Context: an optimization exercise on an open-source flow, tuned for small area, a short achievable clock period and few clock cycles per item. The choices shown serve that exercise and are no tape-out recipe. The RTL was checked by simulation tests, not by an equivalence proof against the original design. Power is estimated from default activity; no workload was simulated.

## flow/config.mk

```make
export PLATFORM = sky130hd
export DESIGN_NAME = fusion_blend_v2
export DESIGN_NICKNAME = fusion_blend_v2
export VERILOG_FILES = /design/flow/design.v
export SDC_FILE = /design/flow/constraint.sdc
export NUM_CORES = 4
export LEC_CHECK = 0
export CAP_MARGIN = 20
export CORE_MARGIN = 2
export CORE_UTILIZATION = 65
export CTS_BUF_LIST = sky130_fd_sc_hd__clkbuf_8
export CTS_CLUSTER_SIZE = 30
export PLACE_DENSITY = 0.72
export SETUP_SLACK_MARGIN = 2.6
export SLEW_MARGIN = 20
```

## flow/constraint.sdc

```tcl
create_clock -name core_clock -period 5.5 [get_ports {clk}]
set_input_delay 1.1000 -clock core_clock [delete_from_list [all_inputs] [get_ports {clk}]]
set_output_delay 1.1000 -clock core_clock [all_outputs]
set_load 0.01 [all_outputs]
```

## flow/design.v

```verilog
package fusion_pkg;
  typedef enum logic [1:0] {
    MODE_TRUNC    = 2'd0,
    MODE_ROUND    = 2'd1,
    MODE_PASS_NEW = 2'd2,
    MODE_PASS_OLD = 2'd3
  } mode_e;
  function automatic int beats_per_frame(input int image_dim, input int pixels_per_beat);
    beats_per_frame = (image_dim * image_dim) / pixels_per_beat;
  endfunction
  function automatic int cnt_width(input int n);
    cnt_width = (n > 1) ? $clog2(n) : 1;
  endfunction
endpackage
module fusion_lane
(
  input  logic       clk,
  input  logic       en,           
  input  logic       frc_one,      
  input  logic       frc_zero,     
  input  logic       c_half,       
  input  logic       c_pass,       
  input  logic       sel_y,        
  input  logic       sel_x,        
  input  logic       pass2,        
  input  logic [7:0] x_in,
  input  logic [7:0] y_in,
  input  logic [7:0] d_in,
  output logic [7:0] fused
);
  logic [7:0] deff;
  logic [7:0] pp0, pp1, pp2, pp3, pp4, pp5, pp6, pp7;
  logic [15:0] row_a, row_b, sum;
  logic [7:0] blend;
  logic s1, c2, s3, c4, s5, c6, s7, c8, s9, c10, s11, c12, s13, c14, s15, c16, s17, c18, s19, c20, s21, c22, s23, c24, s25, c26, s27, c28, s29, c30, s31, c32, s33, c34, s35, c36, s37, c38, s39, c40, s41, c42, s43, c44, s45, c46, s47, c48, s49, c50, s51, c52, s53, c54, s55, c56, s57, c58, s59, c60, s61, c62, s63, c64, s65, c66, s67, c68, s69, c70, s71, c72, s73, c74, s102, c103, s104, c105, s106, c107, s108, c109, s110, c111, s112, c113;
  logic r75, r76, r77, r78, r79, r80, r81, r82, r83, r84, r85, r86, r87, r88, r89, r90, r91, r92, r93, r94, r95, r96, r97, r98, r99, r100, r101;
  assign deff = d_in;
  assign pp0 = deff[0] ? y_in : x_in;
  assign pp1 = deff[1] ? y_in : x_in;
  assign pp2 = deff[2] ? y_in : x_in;
  assign pp3 = deff[3] ? y_in : x_in;
  assign pp4 = deff[4] ? y_in : x_in;
  assign pp5 = deff[5] ? y_in : x_in;
  assign pp6 = deff[6] ? y_in : x_in;
  assign pp7 = deff[7] ? y_in : x_in;
  logic pass1;
  logic [7:0] v;
  assign pass1 = sel_x | sel_y;
  assign v = sel_x ? x_in : y_in;
  assign s1 = pp0[6] ^ pp1[5];
  assign c2 = pp0[6] & pp1[5];
  assign s3 = (pp0[7] ^ pp1[6]) ^ pp2[5];
  assign c4 = (pp0[7] & pp1[6]) | (pp2[5] & (pp0[7] ^ pp1[6]));
  assign s5 = (pp3[4] ^ pp4[3]) ^ pp5[2];
  assign c6 = (pp3[4] & pp4[3]) | (pp5[2] & (pp3[4] ^ pp4[3]));
  assign s7 = pp6[1] ^ pp7[0];
  assign c8 = pp6[1] & pp7[0];
  assign s9 = (pp1[7] ^ pp2[6]) ^ pp3[5];
  assign c10 = (pp1[7] & pp2[6]) | (pp3[5] & (pp1[7] ^ pp2[6]));
  assign s11 = (pp4[4] ^ pp5[3]) ^ pp6[2];
  assign c12 = (pp4[4] & pp5[3]) | (pp6[2] & (pp4[4] ^ pp5[3]));
  assign s13 = (pp2[7] ^ pp3[6]) ^ pp4[5];
  assign c14 = (pp2[7] & pp3[6]) | (pp4[5] & (pp2[7] ^ pp3[6]));
  assign s15 = pp0[4] ^ pp1[3];
  assign c16 = pp0[4] & pp1[3];
  assign s17 = (pp0[5] ^ pp1[4]) ^ pp2[3];
  assign c18 = (pp0[5] & pp1[4]) | (pp2[3] & (pp0[5] ^ pp1[4]));
  assign s19 = pp3[2] ^ pp4[1];
  assign c20 = pp3[2] & pp4[1];
  assign s21 = (pp2[4] ^ pp3[3]) ^ pp4[2];
  assign c22 = (pp2[4] & pp3[3]) | (pp4[2] & (pp2[4] ^ pp3[3]));
  assign s23 = (pp5[1] ^ pp6[0]) ^ s1;
  assign c24 = (pp5[1] & pp6[0]) | (s1 & (pp5[1] ^ pp6[0]));
  assign s25 = (c2 ^ s7) ^ s3;
  assign c26 = (c2 & s7) | (s3 & (c2 ^ s7));
  assign s27 = s5 ^ c_half;
  assign c28 = s5 & c_half;
  assign s29 = (pp7[1] ^ c8) ^ c4;
  assign c30 = (pp7[1] & c8) | (c4 & (pp7[1] ^ c8));
  assign s31 = (c6 ^ s9) ^ s11;
  assign c32 = (c6 & s9) | (s11 & (c6 ^ s9));
  assign s33 = (pp5[4] ^ pp6[3]) ^ pp7[2];
  assign c34 = (pp5[4] & pp6[3]) | (pp7[2] & (pp5[4] ^ pp6[3]));
  assign s35 = (c10 ^ c12) ^ s13;
  assign c36 = (c10 & c12) | (s13 & (c10 ^ c12));
  assign s37 = (pp3[7] ^ pp4[6]) ^ pp5[5];
  assign c38 = (pp3[7] & pp4[6]) | (pp5[5] & (pp3[7] ^ pp4[6]));
  assign s39 = (pp6[4] ^ pp7[3]) ^ c14;
  assign c40 = (pp6[4] & pp7[3]) | (c14 & (pp6[4] ^ pp7[3]));
  assign s41 = (pp4[7] ^ pp5[6]) ^ pp6[5];
  assign c42 = (pp4[7] & pp5[6]) | (pp6[5] & (pp4[7] ^ pp5[6]));
  assign s43 = pp0[3] ^ pp1[2];
  assign c44 = pp0[3] & pp1[2];
  assign s45 = (pp2[2] ^ pp3[1]) ^ pp4[0];
  assign c46 = (pp2[2] & pp3[1]) | (pp4[0] & (pp2[2] ^ pp3[1]));
  assign s47 = (pp5[0] ^ c16) ^ s19;
  assign c48 = (pp5[0] & c16) | (s19 & (pp5[0] ^ c16));
  assign s49 = (c20 ^ c18) ^ s21;
  assign c50 = (c20 & c18) | (s21 & (c20 ^ c18));
  assign s51 = (c22 ^ c24) ^ s27;
  assign c52 = (c22 & c24) | (s27 & (c22 ^ c24));
  assign s53 = (c28 ^ c26) ^ s29;
  assign c54 = (c28 & c26) | (s29 & (c28 ^ c26));
  assign s55 = (s33 ^ c30) ^ c32;
  assign c56 = (s33 & c30) | (c32 & (s33 ^ c30));
  assign s57 = (c34 ^ s37) ^ c36;
  assign c58 = (c34 & s37) | (c36 & (c34 ^ s37));
  assign s59 = (pp7[4] ^ c38) ^ s41;
  assign c60 = (pp7[4] & c38) | (s41 & (pp7[4] ^ c38));
  assign s61 = (pp5[7] ^ pp6[6]) ^ pp7[5];
  assign c62 = (pp5[7] & pp6[6]) | (pp7[5] & (pp5[7] ^ pp6[6]));
  assign s63 = (pp0[2] ^ pp1[1]) ^ pp2[0];
  assign c64 = (pp0[2] & pp1[1]) | (pp2[0] & (pp0[2] ^ pp1[1]));
  assign s65 = (pp2[1] ^ pp3[0]) ^ s43;
  assign c66 = (pp2[1] & pp3[0]) | (s43 & (pp2[1] ^ pp3[0]));
  assign s67 = (c44 ^ s15) ^ s45;
  assign c68 = (c44 & s15) | (s45 & (c44 ^ s15));
  assign s69 = (c46 ^ s17) ^ s47;
  assign c70 = (c46 & s17) | (s47 & (c46 ^ s17));
  assign s71 = (c42 ^ s61) ^ c60;
  assign c72 = (c42 & s61) | (c60 & (c42 ^ s61));
  assign s73 = (pp6[7] ^ pp7[6]) ^ c62;
  assign c74 = (pp6[7] & pp7[6]) | (c62 & (pp6[7] ^ pp7[6]));
  logic [5:0] low_sum;
  assign low_sum = {1'b0, c66, c64, s63, pp0[1], pp0[0]} + {1'b0, s67, s65, 1'b0, pp1[0], 1'b0};
  assign s102 = (r77 ^ r78) ^ r79;
  assign c103 = (r77 & r78) | (r79 & (r77 ^ r78));
  assign s104 = (r81 ^ r82) ^ r83;
  assign c105 = (r81 & r82) | (r83 & (r81 ^ r82));
  assign s106 = (r84 ^ r85) ^ r86;
  assign c107 = (r84 & r85) | (r86 & (r84 ^ r85));
  assign s108 = (r87 ^ r88) ^ r89;
  assign c109 = (r87 & r88) | (r89 & (r87 ^ r88));
  assign s110 = (r90 ^ r91) ^ r92;
  assign c111 = (r90 & r91) | (r92 & (r90 ^ r91));
  assign s112 = (r93 ^ r94) ^ r95;
  assign c113 = (r93 & r94) | (r95 & (r93 ^ r94));
  assign row_a = {1'b0, r99, r97, c113, c111, c109, c107, c105, c103, s102, r75, 1'b0, 1'b0, 1'b0, 1'b0, 1'b0};
  assign row_b = {1'b0, r100, r98, r96, s112, s110, s108, s106, s104, r80, r76, 1'b0, 1'b0, 1'b0, 1'b0, 1'b0};
  logic [11:0] sum_hi;
  assign sum_hi = {row_a[15:5], 1'b1} + {row_b[15:5], r101};
  assign sum = {sum_hi[11:1], 5'b0};
  assign blend = sum[15:8];
  always_ff @(posedge clk) begin
    if (en) begin
      r75 <= pass1 ? v[0] : c68;
      r76 <= s69;
      r77 <= pass1 ? v[1] : c48;
      r78 <= s49;
      r79 <= pass1 ? v[2] : s23;
      r80 <= c70;
      r81 <= pass1 ? v[3] : c50;
      r82 <= s51;
      r83 <= s25;
      r84 <= c52;
      r85 <= s53;
      r86 <= s31;
      r87 <= c54;
      r88 <= s55;
      r89 <= s35;
      r90 <= c56;
      r91 <= s57;
      r92 <= pass1 ? v[4] : s39;
      r93 <= c58;
      r94 <= s59;
      r95 <= pass1 ? v[5] : c40;
      r96 <= s71;
      r97 <= c72;
      r98 <= s73;
      r99 <= pass1 ? v[6] : pp7[7];
      r100 <= pass1 ? v[7] : c74;
      r101 <= low_sum[5];
    end
  end
  logic [7:0] res;
  assign res = pass2 ? {r100, r99, r95, r92, r81, r79, r77, r75} : blend;
  always_ff @(posedge clk)
    if (en) fused <= res;
endmodule
module fusion_blend_v2
#(
  parameter int PIXELS_PER_BEAT = 16,
  parameter int PIX_W           = 8,
  parameter int WGT_W           = 8,
  parameter int IMAGE_DIM       = 512
) (
  input  logic                             clk,
  input  logic                             rst,
  input  logic [1:0]                       mode,
  input  logic                             in_valid,
  output logic                             in_ready,
  input  logic [PIX_W*PIXELS_PER_BEAT-1:0] old_frame,
  input  logic [PIX_W*PIXELS_PER_BEAT-1:0] new_frame,
  input  logic [WGT_W*PIXELS_PER_BEAT-1:0] weight,
  output logic                             out_valid,
  input  logic                             out_ready,
  output logic [PIX_W*PIXELS_PER_BEAT-1:0] fused_frame,
  output logic                             out_last,
  output logic                             frame_done
);
  localparam int BPF   = fusion_pkg::beats_per_frame(IMAGE_DIM, PIXELS_PER_BEAT);
  localparam int CNT_W = fusion_pkg::cnt_width(BPF);
  localparam logic [CNT_W-1:0] LAST_IDX = CNT_W'(BPF - 1);
  localparam int NST = 2;    
  logic             en, acc, out_hs, is_last, first_q;
  logic [NST-1:0]   v_q, last_q;
  logic             done_q;
  logic [CNT_W-1:0] cnt_q;
  assign en       = !v_q[NST-1] || out_ready;
  assign out_hs   = v_q[NST-1] && out_ready;
  assign in_ready = en;
  assign acc      = in_valid && en;
  assign is_last = (cnt_q == LAST_IDX);
  always_ff @(posedge clk) begin
    if (rst) begin
      first_q <= 1'b1;
      cnt_q   <= '0;
      v_q     <= '0;
      done_q  <= 1'b0;
    end else begin
      if (acc) begin
        first_q <= is_last;
        cnt_q   <= is_last ? '0 : cnt_q + CNT_W'(1);
      end
      if (en) v_q <= NST'({v_q, in_valid});
      done_q <= out_hs && last_q[NST-1];
    end
  end
  always_ff @(posedge clk)
    if (en) last_q <= NST'({last_q, is_last});
  logic p_new_q, p_old_q, half_q;
  logic p_new, p_old, c_half, c_pass, frc_one, frc_zero, sel_x, sel_y;
  assign p_new  = first_q ? (mode == 2'd2) : p_new_q;
  assign p_old  = first_q ? (mode == 2'd3) : p_old_q;
  assign c_half = first_q ? (mode == 2'd1) : half_q;
  always_ff @(posedge clk) begin
    if (rst) begin
      p_new_q <= 1'b0;
      p_old_q <= 1'b0;
      half_q  <= 1'b0;
    end else if (acc && first_q) begin
      p_new_q <= p_new;
      p_old_q <= p_old;
      half_q  <= c_half;
    end
  end
  assign c_pass   = 1'b0;
  assign frc_one  = 1'b0;
  assign frc_zero = 1'b0;
  assign sel_y    = p_new;
  assign sel_x    = p_old;
  logic pass2_q;
  always_ff @(posedge clk)
    if (en) pass2_q <= p_new || p_old;
  for (genvar i = 0; i < PIXELS_PER_BEAT; i++) begin : g_lane
    fusion_lane u_lane (
      .clk      (clk),
      .en       (en),
      .frc_one  (frc_one),
      .frc_zero (frc_zero),
      .c_half   (c_half),
      .c_pass   (c_pass),
      .sel_y    (sel_y),
      .sel_x    (sel_x),
      .pass2    (pass2_q),
      .x_in     (old_frame[i*PIX_W +: PIX_W]),
      .y_in     (new_frame[i*PIX_W +: PIX_W]),
      .d_in     (weight[i*WGT_W +: WGT_W]),
      .fused    (fused_frame[i*PIX_W +: PIX_W])
    );
  end
  assign out_valid  = v_q[NST-1];
  assign out_last   = last_q[NST-1];
  assign frame_done = done_q;
endmodule
```

## flow/flow/run.sh

```bash
#!/bin/bash
# Own layout flow: the standard layout (standard.sh, unchanged synthesis and steps), with
# the port buffers that global placement inserts made plain buffers instead of the default
# delay-buffer cell. Every input and output port still gets its own buffer.
set -euo pipefail
export BUFFER_PORTS_ARGS="-buffer_cell sky130_fd_sc_hd__buf_2"
bash standard.sh > standard.log 2>&1
```

## flow/standard.sh

```bash
#!/bin/bash
# synth_recipe.tcl (not shown) runs the flow's synth.tcl, then flattens the netlist and writes it again
# the make line also repeats each setting of config.mk as NAME=value (left out here)
make -C /OpenROAD-flow-scripts/flow DESIGN_CONFIG=/design/flow/config.mk WORK_HOME=/design/flow/orfs CLKGATE_MAP_FILE= SYNTH_SCRIPT=/design/flow/synth_recipe.tcl "${@:-finish}"
```

==> flow_results.org, run 1 <==
** Outcome
- The run finished with no timing, DRC or antenna violations.

** Detailed routing
- After the first detailed-routing iteration, the DRC count stood at 2,020.
- Total via count in the routed design :: about 36,000
- Detailed-routing iteration count for the pre-antenna-repair pass :: 5
- The routed design has between 100 and 150 mm of wire.
- Detailed-route vias per instance :: around 5.7
- DR DRC count :: 0
- Wire length per cell :: between 20 and 25 um
- Number of antenna-violating nets in the routed design :: 0

** Setup path
- Data on the critical path arrives at its endpoint at around 3300 ps.
- In this run the critical register-to-register path is launched from g_lane[3].u_lane.r81.
- In this run the worst path has a maximum fanout of 3.
- STA classifies the critical path startpoint as a flip-flop.
- In this run the register-to-register setup slack is about 2600 ps.
- For this run, the slowest stage of the critical path takes approximately 610 ps.
- In this run the critical register-to-register path is captured at g_lane[3].u_lane.fused[7].
- The critical path starts at g_lane[3].u_lane.r81.
- The worst setup path is captured at a flip-flop.
- List of cells traversed by the critical path :: fa_1 -> ha_4 -> a21o_1 -> a2111oi_4 -> a211oi_2 -> or3_4 -> a21oi_2 -> o21ai_1
- Critical-path top delay cell :: sky130_fd_sc_hd__fa_1
- Measured in cells, the most critical reg-to-reg path has a length of 8.
- The most critical setup path has its endpoint at g_lane[3].u_lane.fused[7].
- Critical path type :: reg -> reg
- Required time of the worst setup path :: roughly 6000 ps

** GRT
- The first global-routing pass estimated slightly above 200 mm of wire.
- Global-route congestion overflow total :: 0
- Initial antenna violation count :: 77
- Number of global-route vias before repair :: 36,890
- Largest net degree at the start of global routing :: between 100 and 150
- Global-route usage over all layers :: 0.2971

** Placed design
- At the end of routability-driven placement, the weighted congestion stood at 0.8818.
- Number of input and output port buffers inserted :: roughly 520
- After detailed placement, the total cell area comes to 0.05777 sq mm.
- Pre-CTS setup slack :: ~2000 ps
- Summed over all nets, the half-perimeter wirelength after detailed placement is 94.84 mm.
- In this run, placement finished with an instance count of 5,984.

** Worst hold path
- Cells on Worst Hold Path :: 0
- The worst hold path belongs to the class reg -> reg.

** Timing
- Setup violations remaining at the end of the flow were counted as 0.
- Crit path setup slack, layout :: about 2600 ps
- Peak clock frequency supported by timing :: 344.1 MHz
- The max-slew violation count came to 0.
- Setup Skew :: ~29 ps
- Post-route fraction of the period consumed by the critical path :: 0.5284
- At the pin with the least slew margin, the transition time is 816.4 ps.
- Summed negative setup slack over all endpoints :: 0 ps
- RSZ-0062 raised after global routing :: true
- The final-report hold violation count is 0.
- Subtracting the final worst setup slack from the clock period gives a little under 3000 ps.
- Final-layout worst hold slack :: 417.6 ps
- Max transition margin :: 0.4557

** Yosys
- In this run the cell area of the synthesized design comes to 0.05490 sq mm.
- Synthesis produced a netlist with a net count of roughly 6,000.
- Synthesis-stage register bit count :: 584
- Main synth FF type :: sky130_fd_sc_hd__edfxtp_1
- Cell count after synthesis :: about 4,700
- Counting distinct cell types in the post-synthesis netlist gives 61.
- Synth warnings :: 2
- Async set-reset flop share out of synthesis :: 0
- A synthesized cell averages between 10 and 15 sq um.
- Post-synth EDFFs :: between 500 and 600
- Sequential share of the synthesized area :: 0.3156

** Pwr
- Of the total power, combinational logic draws 0.535.
- Leak pwr :: approximately 27 nW
- Fraction of power consumed by sequential logic :: 0.304
- In this run the power density over the cells is about 440 mW/mm^2.
- Summed over all nets, the switching power comes to 10.60 mW.
- Switching part of the total power :: 0.3946
- Across the VDD grid, the largest voltage drop is between 300 and 400 uV.
- Proportion of power drawn by the clock network :: 0.161
- Internal Dissipation :: ~16 mW

** Clock tree
- The H-tree was split into 3 levels.
- TritonCTS clock tree :: done
- After clock tree synthesis, the clock-pin slew on the worst setup and hold paths is 60 ps.
- Source-to-sink clock delay at the later pin of the worst-skew pair :: around 730 ps
- CTS placed an instance of sky130_fd_sc_hd__clkbuf_8 at the clock tree root.
- The clock net in this run drives a total of between 500 and 600 sinks.
- Hold-fix buffer count after cts :: 0
- Number of buffers inserted during clock tree synthesis :: approximately 110
- Maximum number of buffers from clock root to sink :: 3

** Final layout
- Relative to the synthesized area, the layout overhead comes to 10.02%.
- Layout Nets :: 6,239
- For this run, the number of standard cells in the final layout without fillers is 6,244.
- Summing all non-filler instances in the final layout gives an area of 0.06040 sq mm.
- Max reg flops :: ~130
- Area of the multi-input gates :: about 0.034 sq mm
- Register with the highest flop count :: g_lane.u_lane.fused
- Of the cells placed in the final design, the portion with a size suffix greater than 1 is 0.2487.
- The sequential cells in the finished layout cover a total of around 0.017 sq mm.
- Fill cell total of the finished layout :: 6,032

** Floorplan
- Starting utilization of the core area :: 0.6560
- Die height :: slightly below 300 um
- Area of the die :: 0.08680 sq mm
- Number of cell rows :: about 110
- Placeable core region :: approximately 0.084 sq mm
- In this run the count of I/O pins placed on the die edge is approximately 520.
- Die W :: approximately 290 um

** Job
- Reported max-cap violation count :: 0
[layer usage]
| layer | vias to the layer above | GRT usage | share of wire |
|---|---|---|---|
| met5 | - | 0 | 0.0025 |
| li1 | 16670 | - | - |
| met1 | 17750 | 0.3935 | 0.42 |
| met3 | 245 | 0.07081 | 0.070 |
| met4 | 46 | 0.1050 | 0.031 |
| met2 | 930 | 0.4810 | 0.48 |
[Yosys cell counts (43+ instances only)]
| cell type | n | area share |
|---|---|---|
| sky130_fd_sc_hd__a211oi_1 | 111 | 0.015 |
| sky130_fd_sc_hd__xor2_1 | 71 | 0.011 |
| sky130_fd_sc_hd__mux2i_1 | 556 | 0.10 |
| sky130_fd_sc_hd__clkbuf_1 | 312 | 0.021 |
| sky130_fd_sc_hd__a21oi_1 | 158 | 0.014 |
| sky130_fd_sc_hd__nor2b_1 | 102 | 0.012 |
| sky130_fd_sc_hd__inv_1 | 622 | 0.043 |
| sky130_fd_sc_hd__fa_1 | 592 | 0.22 |
| sky130_fd_sc_hd__clkbuf_2 | 58 | 0.0053 |
| sky130_fd_sc_hd__nand2_1 | 225 | 0.015 |
| sky130_fd_sc_hd__xnor2_1 | 43 | 0.0069 |
| sky130_fd_sc_hd__mux2_2 | 497 | 0.10 |
| sky130_fd_sc_hd__ha_1 | 289 | 0.066 |
| sky130_fd_sc_hd__o21ai_0 | 167 | 0.015 |
| sky130_fd_sc_hd__edfxtp_1 | 563 | 0.31 |
[kinds of logic after synthesis]
| logic type | count (synthesis) | share of synthesized area |
|---|---|---|
| AO/OA/AOI/OAI | 551 | 0.06231 |
| XOR/XNOR | 114 | 0.01819 |
| adder cells (fa/ha/maj) | 881 | 0.2817 |
| buffers and inverters | 1042 | 0.07354 |
| flip-flops | 584 | 0.3156 |
| multiplexers | 1053 | 0.2033 |
| AND/OR/NAND/NOR | 509 | 0.04531 |
[critical path, delay by kind of cell (launching register included)]
family	cells	cell delay [ps]
DFF	1	420
AOI/OAI and AO/OA	5	950
adders and majority gates	2	830
and+or+nand+nor	1	430
[timing repair]
action	4_1_cts	5_1_grt
pin swaps	2	16
cloned	2	0
endpoints found under the setup margin	11	17
buffers inserted	1	6
resized for setup	8	25
[power groups by stage]
stage	Sequential (mW)	Clock, mW	Combinational [mW]
after floorplan	8.27	0	10.1
after global placement	8.20	0	13.4
after detailed placement	8.25	0	13.8
after CTS	8.18	4.45	14.0
after global routing	8.35	4.62	16.2
final	8.16	4.33	14.4
[cell usage in the layout, fill, tap and decap left out, types with 59 or more instances in the layout]
cell,count
sky130_fd_sc_hd__inv_1,637
sky130_fd_sc_hd__mux2_4,72
sky130_fd_sc_hd__a211oi_1,103
sky130_fd_sc_hd__xor2_1,70
sky130_fd_sc_hd__clkbuf_8,113
sky130_fd_sc_hd__fa_1,581
sky130_fd_sc_hd__a21oi_1,153
sky130_fd_sc_hd__mux2i_1,556
sky130_fd_sc_hd__diode_2,59
sky130_fd_sc_hd__nor2b_1,102
sky130_fd_sc_hd__mux2_2,425
sky130_fd_sc_hd__nand2_1,224
sky130_fd_sc_hd__o21ai_0,149
sky130_fd_sc_hd__edfxtp_1,563
sky130_fd_sc_hd__buf_2,521
sky130_fd_sc_hd__ha_1,284
[through the flow]
step           power (mW)    util
3_3_place_gp        21.55  0.6902
2_1_floorplan       18.38       -
6_report            26.87  0.7217
5_1_grt             29.22  0.7214
4_1_cts             26.65  0.7175
3_5_place_dp        22.05  0.6902
[worst min-delay path by stage]
| stage | start | end | slack [ps] |
|---|---|---|---|
| 6_report | last_q[0] | last_q[1] | 420 |
| 5_1_grt | last_q[0] | last_q[1] | 430 |
| 4_1_cts | last_q[0] | last_q[1] | 420 |
| 3_5_place_dp | last_q[0] | last_q[1] | 420 |
| 3_3_place_gp | last_q[0] | last_q[1] | 410 |
| 2_1_floorplan | last_q[0] | last_q[1] | 400 |
[final cells by class]
cell class	count	share of cell area
clock buffer	113	0.02575
multi-input combinational	3110	0.5643
antenna	59	0.002444
sequential	584	0.2869
inverter	622	0.03866
clock inverter	79	0.01090
timing repair buffer	543	0.04756
tap	1134	0.02349
Testbench counts, summed over its fixed seeds: cycles 65,544, items 65,536.
==> run 2: changes to the inputs <==
--- a/flow/config.mk
+++ b/flow/config.mk
@@ -9,7 +9,7 @@
 export CORE_MARGIN = 2
-export CORE_UTILIZATION = 65
+export CORE_UTILIZATION = 70
 export CTS_BUF_LIST = sky130_fd_sc_hd__clkbuf_8
 export CTS_CLUSTER_SIZE = 30
-export PLACE_DENSITY = 0.72
-export SETUP_SLACK_MARGIN = 2.6
+export PLACE_DENSITY = 0.76
+export SETUP_SLACK_MARGIN = 2.7
 export SLEW_MARGIN = 20
==> flow_results.org, run 2 <==
** Clock tree
- The clock latency reported for the late side of the worst-skew pair was 730 ps (about the same).
- The clock slew at the register clock pins of the worst setup and hold paths is 60 ps (about the same).
- Number of H-tree levels :: 3 (unchanged)
- Number of buffers inserted during clock tree synthesis :: 102 (-4.7%)
- Clock tree synthesis selected as its root buffer the cell sky130_fd_sc_hd__clkbuf_8.
- TritonCTS clock tree :: done
- The number of buffers between clock root and the deepest sink came to 3 (unchanged).
- The number of clock sinks seen by CTS is 584 (unchanged).

** Detailed routing
- Detailed-route vias per instance :: 5.884 (+3.1%)
- Detailed-routing iteration count for the pre-antenna-repair pass :: 8 (+3)
- The detailed router's first-iteration violation count is 2,361 (+17%).
- Wire length per cell :: 20.74 um (+1.3%)
- The total via count in the routed design was 36,130 (+1.4%).
- The number of design rule violations left after detail routing is 0 (unchanged).
- The remaining antenna violation count after routing is 0 (unchanged).
- Total routed wirelength :: 127.4 mm (-0.33%)

** Final layout
- The final-stage net count is 6,245 (+0.096%).
- The area growth from synthesis to layout is 10.26%.
- In the layout the commonest cells are sky130_fd_sc_hd__inv_1, sky130_fd_sc_hd__fa_1, sky130_fd_sc_hd__edfxtp_1.
- The layout cell share with drive strength beyond 1 is 0.2543 (+0.005637).
- Leaving out fill and tap cells, the most frequent cell in the layout is sky130_fd_sc_hd__inv_1.
- Register with the highest flop count :: g_lane.u_lane.fused
- Max reg flops :: 128 (unchanged)

** Setup path
- Critical path type :: reg -> reg
- Data arrival at the endpoint of the critical path :: 3310 ps (-20 ps)
- The worst setup path is launched from a flip-flop.
- STA classifies the critical path endpoint as a flip-flop.
- The endpoint required time on the critical path is 5930 ps (about the same).
- The highest net fanout along the worst path is 3 (unchanged).

** Pwr
- VDD IR-drop max :: 272.5 uV (-29%)
- The power per unit of standard cell area came to 454.5 mW/mm^2 (+2.2%).
- Net switching component of the power :: 10.89 mW (+2.7%)
- The clock share of power is 0.158 (-0.003).
- The portion of total power attributed to combinational logic came to 0.545 (+0.010).
- The part of the total power dissipated in sequential elements came to 0.297 (-0.007).
- Leak pwr :: 27.44 nW (+0.25%)
- Internal Dissipation :: 16.62 mW (+2.2%)
- The switching power share of the total was 0.3958 (+0.001177).

** Timing
- The maximum clock skew at final layout came to 40.86 ps (+11.74 ps).
- The final critical-path share of the clock period came to 0.5234 (-0.004998).
- The max-slew violation count came to 0 (unchanged).
- The final-report hold violation count is 0 (unchanged).
- The relative slew slack is 0.2823 (-0.1734).
- Transition time at the pin with the least slew margin :: 1076 ps (+260.1 ps)
- Summed negative setup slack over all endpoints :: 0 ps (unchanged)
- The shortest clock period the worst path allows after layout was 2879 ps (-27.49 ps).
- RSZ-0062 raised after global routing :: true
- The number of setup violations in the final report came to 0 (unchanged).
- The maximum frequency from static timing analysis is 347.4 MHz (+0.95%).
- The worst hold-check slack was 432.4 ps (+14.82 ps).

** Yosys
- Sequential share of the synthesized area :: 0.3156 (unchanged)
- Most frequent cell after synthesis :: sky130_fd_sc_hd__inv_1
- Of all cell types, the one taking the most synthesized area is sky130_fd_sc_hd__edfxtp_1.
- Synth warnings :: 2 (unchanged)
- The area share of the largest cell type after synthesis is 0.3079 (unchanged).
- Combinational family with the most area after synthesis :: adder cells
- Area contributors post-synth :: sky130_fd_sc_hd__edfxtp_1, sky130_fd_sc_hd__fa_1, sky130_fd_sc_hd__mux2_2
- Syn Nets :: 6,005 (unchanged)
- The average cell area after synthesis came to 11.60 sq um (unchanged).
- The area share of and/or/nand/nor cells after synthesis was 0.04531 (unchanged).
- The number of enable flip-flop cells after synthesis was 563 (unchanged).
- Cell count after synthesis :: 4,734 (unchanged)
- Xor/xnor share of the synthesized area :: 0.01819 (unchanged)
- The portion of netlist area occupied by mux cells came to 0.2033 (unchanged).
- Synthesis-stage register bit count :: 584 (unchanged)
- The number of distinct library cell variants in the gate-level netlist after synthesis came to 61 (unchanged).
- Compound-Gate Fraction of Synth Area :: 0.06231 (unchanged)
- Most frequent cells after synthesis :: sky130_fd_sc_hd__inv_1, sky130_fd_sc_hd__fa_1, sky130_fd_sc_hd__edfxtp_1, sky130_fd_sc_hd__mux2i_1, sky130_fd_sc_hd__mux2_2
- The post-synthesis share of cell area spent on full adders, half adders and majority gates was 0.2817 (unchanged).
- The netlist area before placement is 0.05490 sq mm (unchanged).
- Main synth FF type :: sky130_fd_sc_hd__edfxtp_1
- Async set-reset flop share out of synthesis :: 0 (unchanged)

** Outcome
- Status :: complete, no violations

** Floorplan
- The y dimension of the die was 284.1 um (-3.6%).
- Placeable core region :: 0.07759 sq mm (-7.3%)
- Starting utilization of the core area :: 0.7075 (+0.05152)
- The die area is 0.08068 sq mm (-7.0%).
- Number of cell rows :: 102 (-3.8%)
- Die W :: 284.1 um (-3.6%)
- The count of pins on the block boundary is 522 (unchanged).

** GRT
- Peak-usage layer in the global routing report :: met2
- Met1 usage :: 0.4220 (+0.02856)
- The number of antenna violations at the first check in global routing is 69 (-10%).
- Wire length of the first global-routing pass :: 202.2 mm (+0.25%)
- Number of global-route vias before repair :: 37,350 (+1.3%)
- The pin count of the biggest net entering global routing is 189 (+34%).
- The total global-route track usage was 0.3159 (+0.01878).
- The global-route track usage on met2 came to 0.5050 (+0.02393).
- The global-route track usage on met3 came to 0.07295 (+0.002144).
- Global-route congestion overflow total :: 0 (unchanged)

** Placed design
- The placed wire-length estimate after detailed placement came to 93.76 mm (-1.1%).
- Number of input and output port buffers inserted :: 521 (unchanged)
- The final weighted congestion in routability-driven placement is 0.9417 (+6.8%).

** Job
- Reported max-cap violation count :: 0 (unchanged)

** Worst hold path
- Worst hold path type :: reg -> reg
-- run 2: changes by cell type in the layout (fill, tap and decap cells not counted), moves of 6 or more --
| cell | before | now |
|---|---|---|
| sky130_fd_sc_hd__inv_1 | 637 | 630 |
| sky130_fd_sc_hd__clkinv_1 | 15 | 21 |
| sky130_fd_sc_hd__diode_2 | 59 | 44 |
| sky130_fd_sc_hd__clkbuf_8 | 113 | 104 |
| sky130_fd_sc_hd__a311oi_1 | 11 | 4 |
| sky130_fd_sc_hd__a311oi_2 | 3 | 10 |
| sky130_fd_sc_hd__buf_4 | 14 | 23 |
| sky130_fd_sc_hd__ha_1 | 284 | 278 |
-- run 2: layout make-up --
| class | instances | area (sq um) |
|---|---|---|
| antenna | 44 | 110.1 |
| timing repair buffer | 554 | 2983 |
| clock buffer | 104 | 1431 |
| clock inverter | 83 | 774.5 |
| inverter | 622 | 2335 |
| fill | 5134 | 17060 |
| sequential | 584 | 17330 |
| multi-input combinational | 3110 | 34270 |
| tap | 1040 | 1301 |
-- run 2: final timing paths --
| path | start | to | slack, ps | depth (start not counted) |
|---|---|---|---|---|
| max | g_lane[3].u_lane.r82 | g_lane[3].u_lane.fused[6] | 2620 | 8 |
| min | last_q[0] | last_q[1] | 430 | 0 |
| max reg2reg | g_lane[3].u_lane.r82 | g_lane[3].u_lane.fused[6] | 2620 | 8 |
| min reg2reg | last_q[0] | last_q[1] | 430 | 0 |
-- run 2: worst max-delay path: stages, from the launching register on --
cell and delay (ps):
sky130_fd_sc_hd__edfxtp_1 400, sky130_fd_sc_hd__fa_1 610, sky130_fd_sc_hd__ha_4 220, sky130_fd_sc_hd__a21o_1 190
sky130_fd_sc_hd__a2111oi_4 380, sky130_fd_sc_hd__a211oi_2 150, sky130_fd_sc_hd__or3_4 430, sky130_fd_sc_hd__xnor2_2 130
sky130_fd_sc_hd__o21ai_1 90
-- run 2: per-layer routing --
metal,part of all wire,vias to the layer above,wire [um]
li1,-,16660,-
met1,0.41,18040,51680
met2,0.48,1072,60920
met3,0.075,308,9512
met4,0.038,60,4872
met5,0.0031,-,392
-- run 2: cells by family after synthesis --
family,count (synthesis)
multiplexers,1053
buffers and inverters,1042
adder cells (fa/ha/maj),881
flip-flops,584
AO/OA/AOI/OAI,551
AND/OR/NAND/NOR,509
XOR/XNOR,114
-- run 2: what timing repair did --
| item | CTS | global route |
|---|---|---|
| pin swaps | 11 | 21 |
| gates resized for setup | 21 | 41 |
| hold buffers | 0 | 0 |
| buffers inserted | 4 | 15 |
| setup endpoints to repair | 16 | 60 |
| cloned | 2 | 0 |
-- run 2: power by group through the flow --
stage	sequential, mW	clock (mW)	combinational [mW]
6_report	8.16	4.36	15.0
5_1_grt	8.34	4.63	16.8
4_1_cts	8.18	4.44	14.3
3_5_place_dp	8.25	0	13.8
3_3_place_gp	8.20	0	13.2
2_1_floorplan	8.27	0	10.1
-- run 2: stage by stage --
step / setup WS, ps / instances / utilization / instance area (sq um) / power (mW)
floorplan: -1221 / 4734 / - / 56480 / 18.38
global placement: 2092 / 5889 / 0.7428 / 57640 / 21.44
detailed placement: 1977 / 5889 / 0.7428 / 57640 / 22.09
CTS: 2592 / 6082 / 0.7738 / 60040 / 26.88
global route: 2570 / 6132 / 0.7798 / 60510 / 29.79
finish: 2621 / 6141 / 0.7801 / 60530 / 27.51
==> run 3: changes to the inputs <==
--- a/flow/config.mk
+++ b/flow/config.mk
@@ -7,3 +7,3 @@
 export LEC_CHECK = 0
-export CAP_MARGIN = 20
+export CAP_MARGIN = 5
 export CORE_MARGIN = 2
@@ -14,2 +14,2 @@
 export SETUP_SLACK_MARGIN = 2.7
-export SLEW_MARGIN = 20
+export SLEW_MARGIN = 5
==> flow_results.org, run 3 <==
** Clock tree
- The clock latency reported for the late side of the worst-skew pair was 730 ps (about the same).
- The count of H-tree levels built during CTS was 3 (unchanged).
- Hold-fix buffer count after cts :: 0 (unchanged)
- Number of buffers inserted during clock tree synthesis :: 102 (unchanged)
- The number of buffers between clock root and the deepest sink came to 3 (unchanged).
- TritonCTS clock tree :: done
- Worst-path clk slew :: 60 ps (about the same)
- Root buffer selected by CTS :: sky130_fd_sc_hd__clkbuf_8
- The number of clock sinks seen by CTS came to 584 (unchanged).

** Final layout
- The flip-flop count of the largest register after layout came to 128 (unchanged).
- Fill cell total of the finished layout :: 5,134 (unchanged)
- The layout overhead on the synthesized area is 10.26% (unchanged).
- Layout Nets :: 6,245 (unchanged)
- Ranked by flip-flop count, first place goes to g_lane.u_lane.fused.
- Area taken by flip-flops and latches :: 0.01733 sq mm (unchanged)
- The multi-input logic area was 0.03427 sq mm (unchanged).
- Finished Core Util :: 0.7801 (unchanged)
- The total non-filler cell area in the finished layout came to 0.06053 sq mm (unchanged).
- The library cell used most frequently in the layout, excluding fill and tap cells, is sky130_fd_sc_hd__inv_1.
- The layout cell share with drive strength beyond 1 was 0.2543 (unchanged).
- Commonest cells after routing, fill and taps aside :: sky130_fd_sc_hd__inv_1, sky130_fd_sc_hd__fa_1, sky130_fd_sc_hd__edfxtp_1

** Yosys
- The total of flip-flops plus latches after synthesis was 584 (unchanged).
- Mapped Area :: 0.05490 sq mm (unchanged)
- The number of enable flip-flop cells after synthesis came to 563 (unchanged).
- Cell count after synthesis :: 4,734 (unchanged)
- Post-synthesis adder-cell area fraction :: 0.2817 (unchanged)
- The most common cell in the synthesized netlist is sky130_fd_sc_hd__inv_1.
- Yosys attributes the largest share of cell area to sky130_fd_sc_hd__edfxtp_1, sky130_fd_sc_hd__fa_1, sky130_fd_sc_hd__mux2_2.
- The biggest area contributor in the post-synthesis netlist is sky130_fd_sc_hd__edfxtp_1.
- The total number of yosys warnings was 2 (unchanged).
- The async set-reset flop share out of synthesis came to 0 (unchanged).
- The compound-cell area share of the yosys netlist was 0.06231 (unchanged).
- Most frequent cells after synthesis :: sky130_fd_sc_hd__inv_1, sky130_fd_sc_hd__fa_1, sky130_fd_sc_hd__edfxtp_1, sky130_fd_sc_hd__mux2i_1, sky130_fd_sc_hd__mux2_2
- The portion of netlist area occupied by mux cells came to 0.2033 (unchanged).
- The area share of and/or/nand/nor cells after synthesis is 0.04531 (unchanged).
- The average cell area after synthesis is 11.60 sq um (unchanged).
- Among all flip-flop cells after synthesis, the most frequent one is sky130_fd_sc_hd__edfxtp_1.
- The share of synthesized area occupied by flip-flops and latches was 0.3156 (unchanged).
- Count of unique library cells instantiated by Yosys :: 61 (unchanged)
- The area share of the largest cell type after synthesis came to 0.3079 (unchanged).
- By area, the combinational part of the netlist is dominated by adder cells.
- Syn Nets :: 6,005 (unchanged)
- Xor/xnor share of the synthesized area :: 0.01819 (unchanged)

** Pwr
- The part of the total power dissipated in sequential elements was 0.297 (about the same).
- The cell internal power dissipation came to 16.62 mW (unchanged).
- Combinational share of power :: 0.545 (about the same)
- The power per unit of standard cell area is 454.5 mW/mm^2 (unchanged).
- The switching power is 10.89 mW (unchanged).
- VDD IR-drop max :: 272.5 uV (unchanged)
- The switching power share of the total is 0.3958 (unchanged).
- Proportion of power drawn by the clock network :: 0.158 (about the same)
- The cell leakage power was 27.44 nW (unchanged).

** Detailed routing
- The remaining antenna violation count after routing is 0 (unchanged).
- Detailed-route vias per instance :: 5.884 (unchanged)
- The total via count in the routed design came to 36,130 (unchanged).
- The per-cell routed wire length came to 20.74 um (unchanged).
- The number of design rule violations left after detail routing is 0 (unchanged).
- The detailed-router iteration count before antenna repair came to 8 (unchanged).
- Total routed wirelength :: 127.4 mm (unchanged)
- The detailed router's first-iteration violation count came to 2,361 (unchanged).

** Timing
- RSZ-0062 raised after global routing :: true
- Max Slew Vio Count :: 0 (unchanged)
- Final-layout worst hold slack :: 432.4 ps (unchanged)
- The slew at the pin closest to its max-slew limit was 1076 ps (unchanged).
- The relative slew slack is 0.2823 (unchanged).
- The maximum frequency from static timing analysis came to 347.4 MHz (unchanged).
- The maximum clock skew at final layout came to 40.86 ps (unchanged).
- The shortest clock period the worst path allows after layout is 2879 ps (unchanged).
- The final-report hold violation count is 0 (unchanged).
- Summed negative setup slack over all endpoints :: 0 ps (unchanged)
- The final critical-path share of the clock period was 0.5234 (unchanged).
- Final number of setup-violating endpoints :: 0 (unchanged)

** GRT
- Number of global-route vias before repair :: 37,350 (unchanged)
- The number of antenna violations at the first check in global routing came to 69 (unchanged).
- Largest net degree at the start of global routing :: 189 (unchanged)
- Global-route usage over all layers :: 0.3159 (unchanged)
- The remaining global-route overflow was 0 (unchanged).
- Wire length of the first global-routing pass :: 202.2 mm (unchanged)

** Setup path
- Worst Setup End Kind :: flip-flop
- The critical path is of the reg -> reg type.
- Startpoint types :: flip-flop
- Required time of the worst setup path :: 5930 ps (about the same)
- The highest net fanout along the worst path came to 3 (unchanged).
- Delay contributed by the slowest stage of the critical path :: 610 ps (about the same)
- For this design, the slowest cell found on the critical path is sky130_fd_sc_hd__fa_1.
- List of cells traversed by the critical path :: fa_1 -> ha_4 -> a21o_1 -> a2111oi_4 -> a211oi_2 -> or3_4 -> xnor2_2 -> o21ai_1
- Data arrival at the endpoint of the critical path :: 3310 ps (about the same)

** Floorplan
- The effective utilization at floorplan was 0.7075 (unchanged).
- The floorplan die width was 284.1 um (unchanged).
- The floorplan core area was 0.07759 sq mm (unchanged).
- Count of pins on the block boundary :: 522 (unchanged)
- Number of cell rows :: 102 (unchanged)
- The die area came to 0.08068 sq mm (unchanged).
- The y dimension of the die was 284.1 um (unchanged).

** Job
- The number of maximum-capacitance constraint violations was 0 (unchanged).

** Worst hold path
- The tightest min-delay check is of the reg -> reg type.

** Placed design
- The final weighted congestion in routability-driven placement was 0.9417 (unchanged).
- The number of I/O port buffers came to 521 (unchanged).
- The placed wire-length estimate after detailed placement came to 93.76 mm (unchanged).
- Post-placement cell area :: 0.05764 sq mm (unchanged)

** Outcome
- The run finished with no timing, DRC or antenna violations.
run 3: cell counts after synthesis:
No cell type changed its count.
run 3: path summary, 6_finish.rpt:
kind                   startpoint                        end  slack [ps]  cells after the start
min                     last_q[0]                  last_q[1]         430                      0
min reg2reg             last_q[0]                  last_q[1]         430                      0
max reg2reg  g_lane[3].u_lane.r82  g_lane[3].u_lane.fused[6]        2620                      8
max          g_lane[3].u_lane.r82  g_lane[3].u_lane.fused[6]        2620                      8
run 3: critical path: cells and delay by family, from the launching register on:
family / cells / cell delay, ps
flip-flops: 1 / 400
AND/OR/NAND/NOR: 1 / 430
AO/OA/AOI/OAI: 4 / 810
XOR/XNOR: 1 / 130
adder cells (fa/ha/maj): 2 / 830
run 3: logic make-up (layout without fill, tap and decap cells):
kind of cell / count (synthesis) / in the layout
AOI/OAI and AO/OA: 551 / 551
xor gates and xnor gates: 114 / 114
adders and majority gates: 881 / 881
buffers and inverters: 1042 / 1363
DFF: 584 / 584
muxes: 1053 / 1053
other: 0 / 44
and+or+nand+nor: 509 / 511
run 3: layout make-up:
cell class	count	area share
multi-input combinational	3110	0.5661
sequential	584	0.2863
timing repair buffer	554	0.04928
inverter	622	0.03857
clock buffer	104	0.02365
tap	1040	0.02150
clock inverter	83	0.01279
antenna	44	0.001819
run 3: metrics by stage:
| stage | worst slack [ps] | cells | power, mW |
|---|---|---|---|
| after floorplan | -1221 | 4734 | 18.38 |
| after global placement | 2092 | 5889 | 21.44 |
| after detailed placement | 1977 | 5889 | 22.09 |
| after CTS | 2592 | 6082 | 26.88 |
| after global routing | 2570 | 6132 | 29.79 |
| final | 2621 | 6141 | 27.51 |
run 3: power groups by stage:
stage               combinational, mW  clock [mW]  sequential [mW]
global route                     16.8        4.63             8.34
CTS                              14.3        4.44             8.18
detailed placement               13.8           0             8.25
finish                           15.0        4.36             8.16
global placement                 13.2           0             8.20
floorplan                        10.1           0             8.27
run 3: what timing repair did:
item | 4_1_cts | 5_1_grt
buffers inserted | 4 | 15
pin swaps | 11 | 21
hold endpoints to repair | 0 | 0
resized for setup | 21 | 41
gates cloned | 2 | 0
setup endpoints to repair | 16 | 60
run 3: per-layer routing:
layer | wire (um) | vias to the layer above | global-route usage
met5 | 392 | - | 0
li1 | - | 16660 | -
met3 | 9512 | 308 | 0.07295
met2 | 60920 | 1072 | 0.5050
met1 | 51680 | 18040 | 0.4220
met4 | 4872 | 60 | 0.1254

-- separate check: timing with driven ports --
No port has a modelled driver above. Below, the same layouts with a new extraction and two added sets of constraints. Step 1: set_driving_cell puts a clkbuf_16 on clk and a buf_2 on each other input, an assumption about the parent block. Step 2 also shifts input and output timing later by t, the mid clock arrival at the registers, as if the neighbouring blocks saw the same clock. a / b / c = ideal / step 1 / step 2; a / b = the first two.
run	t (ns)	setup WS [ns]	latest minus earliest clock arrival (ns)
run 1	0.786	2.594 / 2.594 / 1.986	0.033 / 0.034
run 2	0.778	2.621 / 2.621 / 1.975	0.042 / 0.042
run 3	0.778	2.621 / 2.621 / 1.975	0.042 / 0.042
After both steps every run listed still meets setup and hold.
